Context: an optimization exercise on an open-source flow, tuned for small area. The choices shown serve that exercise and are no tape-out recipe.
Function was checked by simulation only, so behaviour that the tests miss may differ from the original.
The flow treats the clock pin as an ideal source, which a real chip does not have.
Power is estimated from default activity; no workload was simulated.

the reference run:
// button_debounce_auto_repeat
module button_debounce_auto_repeat (
  input  wire logic        clk_i,
  input  wire logic        rst_ni,
  input  wire logic        cfg_we_i,
  input  wire logic [1:0]  cfg_idx_i,
  input  wire logic [15:0] cfg_data_i,
  input  wire logic        tick_valid_i,
  output logic             tick_ready_o,
  input  wire logic [5:0]  tick_raw_buttons_i,
  output logic             evt_valid_o,
  input  wire logic        evt_ready_i,
  output logic [2:0]       evt_button_index_o,
  output logic             evt_event_kind_o,
  output logic             evt_last_event_o
);
Size in the first run: about 170 flip-flops, roughly 36 I/O pins, ~0.011 sq mm of cells after synthesis.
clock: 8.0 ns
lec_check: 0
cap_margin: 20
core_margin: 2
core_utilization: 60
slew_margin: 20
synth_hierarchical: 1
standard.sh (not shown) runs the stock make flow with config.mk's settings and CLKGATE_MAP_FILE= SYNTH_SCRIPT=/design/flow/synth_recipe.tcl, a recipe that flattens the netlist after the stock synthesis.
==> flow/flow/run.sh <==
#!/bin/bash
# The standard layout, with four changes: every cell goes to its smallest
# drive strength after floorplanning (downsize.tcl), the ports get buf_1
# buffers, CTS uses clkbuf_16 without dummy loads, and after CTS each clock
# buffer goes to the smallest clkbuf that keeps the register clock-pin slew
# under 110 ps (clkdown.tcl).
set -euo pipefail
here=$(pwd)
export POST_FLOORPLAN_TCL="$here/flow/downsize.tcl"
export POST_CTS_TCL="$here/flow/clkdown.tcl"
export BUFFER_PORTS_ARGS="-buffer_cell sky130_fd_sc_hd__buf_1"
export CTS_ARGS="-sink_clustering_enable -repair_clock_nets -buf_list sky130_fd_sc_hd__clkbuf_16 -dont_use_dummy_load"
bash standard.sh finish > "$here/standard_flow.log" 2>&1
==> flow/flow/downsize.tcl <==
# Put every cell on the smallest drive strength of its own function (same
# name up to the _N suffix), skipping cells on the don't-use list; a cell
# that drives 8 or more inputs keeps at least drive strength 2. The
# placement's repair_design then buffers or sizes up what needs it.
set db [ord::get_db]
set block [ord::get_db_block]
set dont_use {}
if { [info exists ::env(DONT_USE_CELLS)] } {
  set dont_use $::env(DONT_USE_CELLS)
}
proc my_is_dont_use { name pats } {
  foreach p $pats {
    if { [string match $p $name] } { return 1 }
  }
  return 0
}
set swapped 0
set saved 0
foreach inst [$block getInsts] {
  set m [$inst getMaster]
  set name [$m getName]
  if { ![regexp {^(sky130_fd_sc_hd__[a-z0-9]+)_([0-9]+)$} $name -> base sz] } { continue }
  set best $m
  set best_area [expr { [$m getWidth] * [$m getHeight] }]
  set fanout 0
  foreach it [$inst getITerms] {
    if { [$it isOutputSignal] && [$it getNet] != "NULL" } {
      foreach load [[$it getNet] getITerms] {
        if { [$load isInputSignal] } { incr fanout }
      }
    }
  }
  set sizes {0 1 2 3 4 6 8 12 16}
  if { $fanout >= 8 } { set sizes {2 3 4 6 8 12 16} }
  foreach n $sizes {
    set cand [$db findMaster "${base}_$n"]
    if { $cand == "NULL" || $cand == "" } { continue }
    if { [my_is_dont_use "${base}_$n" $dont_use] } { continue }
    set a [expr { [$cand getWidth] * [$cand getHeight] }]
    if { $a < $best_area } {
      set best $cand
      set best_area $a
    }
  }
  if { $best != $m } {
    set saved [expr { $saved + [$m getWidth] * [$m getHeight] - $best_area }]
    $inst swapMaster $best
    incr swapped
  }
}
puts "downsize: swapped $swapped cells, saved [expr { $saved / 1.0e6 }] um^2"
Other scripts of this flow, unchanged in this note and not shown: flow/flow/clkdown.tcl
--- input diff the reference run..the trial run ---
-- flow/flow/downsize.tcl --
<<< the reference run, line 2
# name up to the _N suffix), skipping cells on the don't-use list; a cell
# that drives 8 or more inputs keeps at least drive strength 2. The
>>> the trial run, line 2
# name up to the _N suffix), skipping cells on the don't-use list. The
<<< the reference run, line 25
  set fanout 0
  foreach it [$inst getITerms] {
    if { [$it isOutputSignal] && [$it getNet] != "NULL" } {
      foreach load [[$it getNet] getITerms] {
        if { [$load isInputSignal] } { incr fanout }
      }
    }
  }
  set sizes {0 1 2 3 4 6 8 12 16}
  if { $fanout >= 8 } { set sizes {2 3 4 6 8 12 16} }
  foreach n $sizes {
>>> the trial run, line 24
  foreach n {0 1 2 3 4 6 8 12 16} {
Results
In the flow results for the trial run and the reference run, the wire length of the first global-routing pass is larger on the trial run.
For clock share of power, the trial run and the reference run come out practically identical.
On cell count, the trial run tracks the reference run almost exactly.
Routed wire length came out higher on the trial run than on the reference run.
There was hardly any difference in sequential share of cell area between the trial run and the reference run.
As far as area added between synthesis and finish is concerned, the trial run and the reference run perform about the same.

button_debounce_auto_repeat, a different RTL version from the one above (not shown whole).
For scale: about 1,300 cells after synthesis.
export LEC_CHECK = 0
export CAP_MARGIN = 20
export CORE_MARGIN = 2
export CORE_UTILIZATION = 60
export SLEW_MARGIN = 20
export SYNTH_HIERARCHICAL = 1
create_clock -name core_clock -period 8.0 [get_ports {clk_i}]
==> flow/flow/run.sh <==
#!/bin/bash
# The standard layout, with four changes: every cell goes to its smallest
# drive strength after floorplanning (downsize.tcl), the ports get buf_1
# buffers, CTS uses clkbuf_8 without dummy loads, and after CTS each clock
# buffer goes to the smallest clkbuf that keeps the register clock-pin slew
# under 112 ps (clkdown.tcl).
set -euo pipefail
here=$(pwd)
export POST_FLOORPLAN_TCL="$here/flow/downsize.tcl"
export POST_CTS_TCL="$here/flow/clkdown.tcl"
export BUFFER_PORTS_ARGS="-buffer_cell sky130_fd_sc_hd__buf_1"
export CTS_ARGS="-sink_clustering_enable -repair_clock_nets -buf_list sky130_fd_sc_hd__clkbuf_8 -sink_clustering_size 50 -sink_clustering_max_diameter 100 -dont_use_dummy_load"
bash standard.sh finish > "$here/standard_flow.log" 2>&1
==> flow/flow/clkdown.tcl <==
# Run after CTS (POST_CTS_TCL). Give each clock buffer the smallest of the clkbuf cells that keeps the
# slew at every register clock pin under the limit (placement estimate).
proc my_clk_pin_slew { } {
  set worst 0.0
  foreach p [get_pins -hierarchical */CLK] {
    set s [get_property $p slew_max]
    if { $s > $worst } { set worst $s }
  }
  return $worst
}
proc my_downsize_clock { limit sizes } {
  set db [ord::get_db]
  set block [ord::get_db_block]
  set n 0
  foreach inst [$block getInsts] {
    if { ![string match "clkbuf_*" [$inst getName]] } { continue }
    set orig [$inst getMaster]
    foreach sz $sizes {
      set m [$db findMaster "sky130_fd_sc_hd__clkbuf_$sz"]
      if { [$m getWidth] >= [[$inst getMaster] getWidth] } { continue }
      $inst swapMaster $m
      estimate_parasitics -placement
      if { [my_clk_pin_slew] > $limit } {
        $inst swapMaster $orig
        estimate_parasitics -placement
      } else {
        set orig $m
        incr n
      }
    }
  }
  puts "downsize_clock: $n swaps, worst clock pin slew [my_clk_pin_slew]"
}

estimate_parasitics -placement
my_downsize_clock 0.112 {4 2 1}
Other scripts of this flow, unchanged in this note and not shown: flow/flow/downsize.tcl
The baseline ran to the end with no violations.
Edit:
==> flow/flow/run.sh (replaced) <==
#!/bin/bash
# The standard layout, with these changes: every cell goes to its smallest
# drive strength after floorplanning (downsize.tcl), the ports get buf_1
# buffers, CTS uses clkbuf_16 without dummy loads, and after CTS each clock
# buffer goes to the smallest clkbuf that keeps the register clock-pin slew
# under 110 ps, after which the resizer sizes down cells with slack to spare
# (clkdown.tcl).
set -euo pipefail
here=$(pwd)
export POST_FLOORPLAN_TCL="$here/flow/downsize.tcl"
export POST_CTS_TCL="$here/flow/clkdown.tcl"
export BUFFER_PORTS_ARGS="-buffer_cell sky130_fd_sc_hd__buf_1"
export CTS_ARGS="-sink_clustering_enable -repair_clock_nets -buf_list sky130_fd_sc_hd__clkbuf_16 -dont_use_dummy_load"
bash standard.sh finish > "$here/standard_flow.log" 2>&1
--- a/flow/flow/clkdown.tcl
+++ b/flow/flow/clkdown.tcl
@@ -1,4 +1,6 @@
-# Run after CTS (POST_CTS_TCL). Give each clock buffer the smallest of the clkbuf cells that keeps the
-# slew at every register clock pin under the limit (placement estimate).
+# Run after CTS (POST_CTS_TCL). Give each clock buffer the smallest of the
+# clkbuf cells that keeps the slew at every register clock pin under the
+# limit (placement estimate), the leaf buffers first, then the ones above;
+# then recover area on the other cells.
 proc my_clk_pin_slew { } {
   set worst 0.0
@@ -13,6 +15,16 @@
   set block [ord::get_db_block]
   set n 0
+  # leaves first (their output drives registers), the rest after
+  set leaves {}
+  set others {}
   foreach inst [$block getInsts] {
     if { ![string match "clkbuf_*" [$inst getName]] } { continue }
+    set drives_reg 0
+    foreach it [[[$inst findITerm X] getNet] getITerms] {
+      if { [[$it getMTerm] getName] == "CLK" } { set drives_reg 1; break }
+    }
+    if { $drives_reg } { lappend leaves $inst } else { lappend others $inst }
+  }
+  foreach inst [concat $leaves $others] {
     set orig [$inst getMaster]
     foreach sz $sizes {
@@ -34,3 +46,7 @@
 
 estimate_parasitics -placement
-my_downsize_clock 0.112 {4 2 1}
+my_downsize_clock 0.110 {8 4 2 1}
+
+# Then size down the other cells that have slack to spare (the resizer's
+# power recovery, which keeps timing, slew and capacitance limits).
+repair_timing -recover_power 100
Utilization drops by 0.23 points.
Area after synthesis stays the same.
Clock skew drops by 4.7 ps.
Total power drops by 2.2%.
Sequential power stays flat.
Routed wire length climbs by 0.84%.
Worst hold slack hardly moves.
Combinational power stays flat.
Via count climbs by 0.58%.
Edit:
==> flow/flow/run.sh (replaced) <==
#!/bin/bash
# The standard layout, with four changes: every cell goes to its smallest
# drive strength after floorplanning (downsize.tcl), the ports get buf_1
# buffers, CTS uses clkbuf_8 without dummy loads, and after CTS each clock
# buffer goes to the smallest clkbuf that keeps the register clock-pin slew
# under 112 ps (clkdown.tcl).
set -euo pipefail
here=$(pwd)
export POST_FLOORPLAN_TCL="$here/flow/downsize.tcl"
export POST_CTS_TCL="$here/flow/clkdown.tcl"
export BUFFER_PORTS_ARGS="-buffer_cell sky130_fd_sc_hd__buf_1"
export CTS_ARGS="-sink_clustering_enable -repair_clock_nets -buf_list sky130_fd_sc_hd__clkbuf_8 -sink_clustering_size 50 -sink_clustering_max_diameter 100 -dont_use_dummy_load"
bash standard.sh finish > "$here/standard_flow.log" 2>&1
==> flow/flow/clkdown.tcl (replaced) <==
# Run after CTS (POST_CTS_TCL). Give each clock buffer the smallest of the clkbuf cells that keeps the
# slew at every register clock pin under the limit (placement estimate).
proc my_clk_pin_slew { } {
  set worst 0.0
  foreach p [get_pins -hierarchical */CLK] {
    set s [get_property $p slew_max]
    if { $s > $worst } { set worst $s }
  }
  return $worst
}
proc my_downsize_clock { limit sizes } {
  set db [ord::get_db]
  set block [ord::get_db_block]
  set n 0
  foreach inst [$block getInsts] {
    if { ![string match "clkbuf_*" [$inst getName]] } { continue }
    set orig [$inst getMaster]
    foreach sz $sizes {
      set m [$db findMaster "sky130_fd_sc_hd__clkbuf_$sz"]
      if { [$m getWidth] >= [[$inst getMaster] getWidth] } { continue }
      $inst swapMaster $m
      estimate_parasitics -placement
      if { [my_clk_pin_slew] > $limit } {
        $inst swapMaster $orig
        estimate_parasitics -placement
      } else {
        set orig $m
        incr n
      }
    }
  }
  puts "downsize_clock: $n swaps, worst clock pin slew [my_clk_pin_slew]"
}

estimate_parasitics -placement
my_downsize_clock 0.112 {4 2 1}
CAP_MARGIN = 5   (was 20)
SLEW_MARGIN = 5   (was 20)
Design area hardly moves.
Worst setup slack is better by 190 ps.
Hold slack degrades by 5.8 ps.
Synthesized area does not change.
Global-route usage fell by 0.23 points.
Utilization rises by 0.18 points.
Edit:
==> flow/flow/run.sh (replaced) <==
#!/bin/bash
# The standard layout, with four changes: every cell goes to its smallest
# drive strength after floorplanning (downsize.tcl), the ports get buf_1
# buffers, CTS uses clkbuf_16 without dummy loads, and after CTS each clock
# buffer goes to the smallest clkbuf that keeps the register clock-pin slew
# under 110 ps (clkdown.tcl).
set -euo pipefail
here=$(pwd)
export POST_FLOORPLAN_TCL="$here/flow/downsize.tcl"
export POST_CTS_TCL="$here/flow/clkdown.tcl"
export BUFFER_PORTS_ARGS="-buffer_cell sky130_fd_sc_hd__buf_1"
export CTS_ARGS="-sink_clustering_enable -repair_clock_nets -buf_list sky130_fd_sc_hd__clkbuf_16 -dont_use_dummy_load"
bash standard.sh finish > "$here/standard_flow.log" 2>&1
--- a/flow/flow/clkdown.tcl
+++ b/flow/flow/clkdown.tcl
@@ -1,4 +1,5 @@
-# Run after CTS (POST_CTS_TCL). Give each clock buffer the smallest of the clkbuf cells that keeps the
-# slew at every register clock pin under the limit (placement estimate).
+# Run after CTS (POST_CTS_TCL). Give each clock buffer the smallest of the
+# clkbuf cells that keeps the slew at every register clock pin under the
+# limit (placement estimate), the leaf buffers first, then the ones above.
 proc my_clk_pin_slew { } {
   set worst 0.0
@@ -13,6 +14,16 @@
   set block [ord::get_db_block]
   set n 0
+  # leaves first (their output drives registers), the rest after
+  set leaves {}
+  set others {}
   foreach inst [$block getInsts] {
     if { ![string match "clkbuf_*" [$inst getName]] } { continue }
+    set drives_reg 0
+    foreach it [[[$inst findITerm X] getNet] getITerms] {
+      if { [[$it getMTerm] getName] == "CLK" } { set drives_reg 1; break }
+    }
+    if { $drives_reg } { lappend leaves $inst } else { lappend others $inst }
+  }
+  foreach inst [concat $leaves $others] {
     set orig [$inst getMaster]
     foreach sz $sizes {
@@ -34,3 +45,3 @@
 
 estimate_parasitics -placement
-my_downsize_clock 0.112 {4 2 1}
+my_downsize_clock 0.110 {8 4 2 1}
CAP_MARGIN = 20   (was 5)
SLEW_MARGIN = 20   (was 5)
Effect:
- sequential share of layout area went up by 0.15 points
- worst setup slack gains 66 ps
- via count hardly moves
- final cell count stays flat
- combinational power hardly moves
- sequential power is about the same

==> separate check: timing with driven ports <==
In the flow no input, the clock included, has a driving cell. The finished layouts below were timed again as built, in two steps.
Step 1: set_driving_cell puts a clkbuf_16 on clk_i and a buf_2 on each other input, an assumption about the parent block.
Step 2 times the ports against the registers' clock, not the clock port: input delays grow and output delays shrink by t, the midpoint of the rising clock arrivals with the driver on.
a / b / c = ideal ports / drivers / drivers and shift; a / b = the first two.
| run | shift t [ns] | setup slack, ns | hold slack, ns | pins driven straight from the clock port |
|---|---|---|---|---|
| the reference run | 0.483 | 2.557 / 2.576 / 2.093 | 0.542 / 0.542 / 0.542 | 1 |
| the trial run | 0.480 | 2.658 / 2.680 / 2.200 | 0.560 / 0.560 / 0.560 | 1 |
| the first run of note 2 | 0.501 | 2.491 / 2.508 / 2.007 | 0.533 / 0.533 / 0.533 | 1 |
| the second run of note 2 | 0.607 | 2.290 / 2.307 / 1.700 | 0.535 / 0.535 / 0.535 | 1 |
| the third run of note 2 | 0.501 | 2.479 / 2.497 / 1.996 | 0.529 / 0.529 / 0.529 | 1 |
| the fourth run of note 2 | 0.603 | 2.545 / 2.561 / 1.958 | 0.533 / 0.533 / 0.533 | 1 |
After both steps every run listed still meets setup and hold. The setup slack of the second run of note 2, which loses most, moves by +0.017 ns with the drivers and by -0.590 ns with both steps.
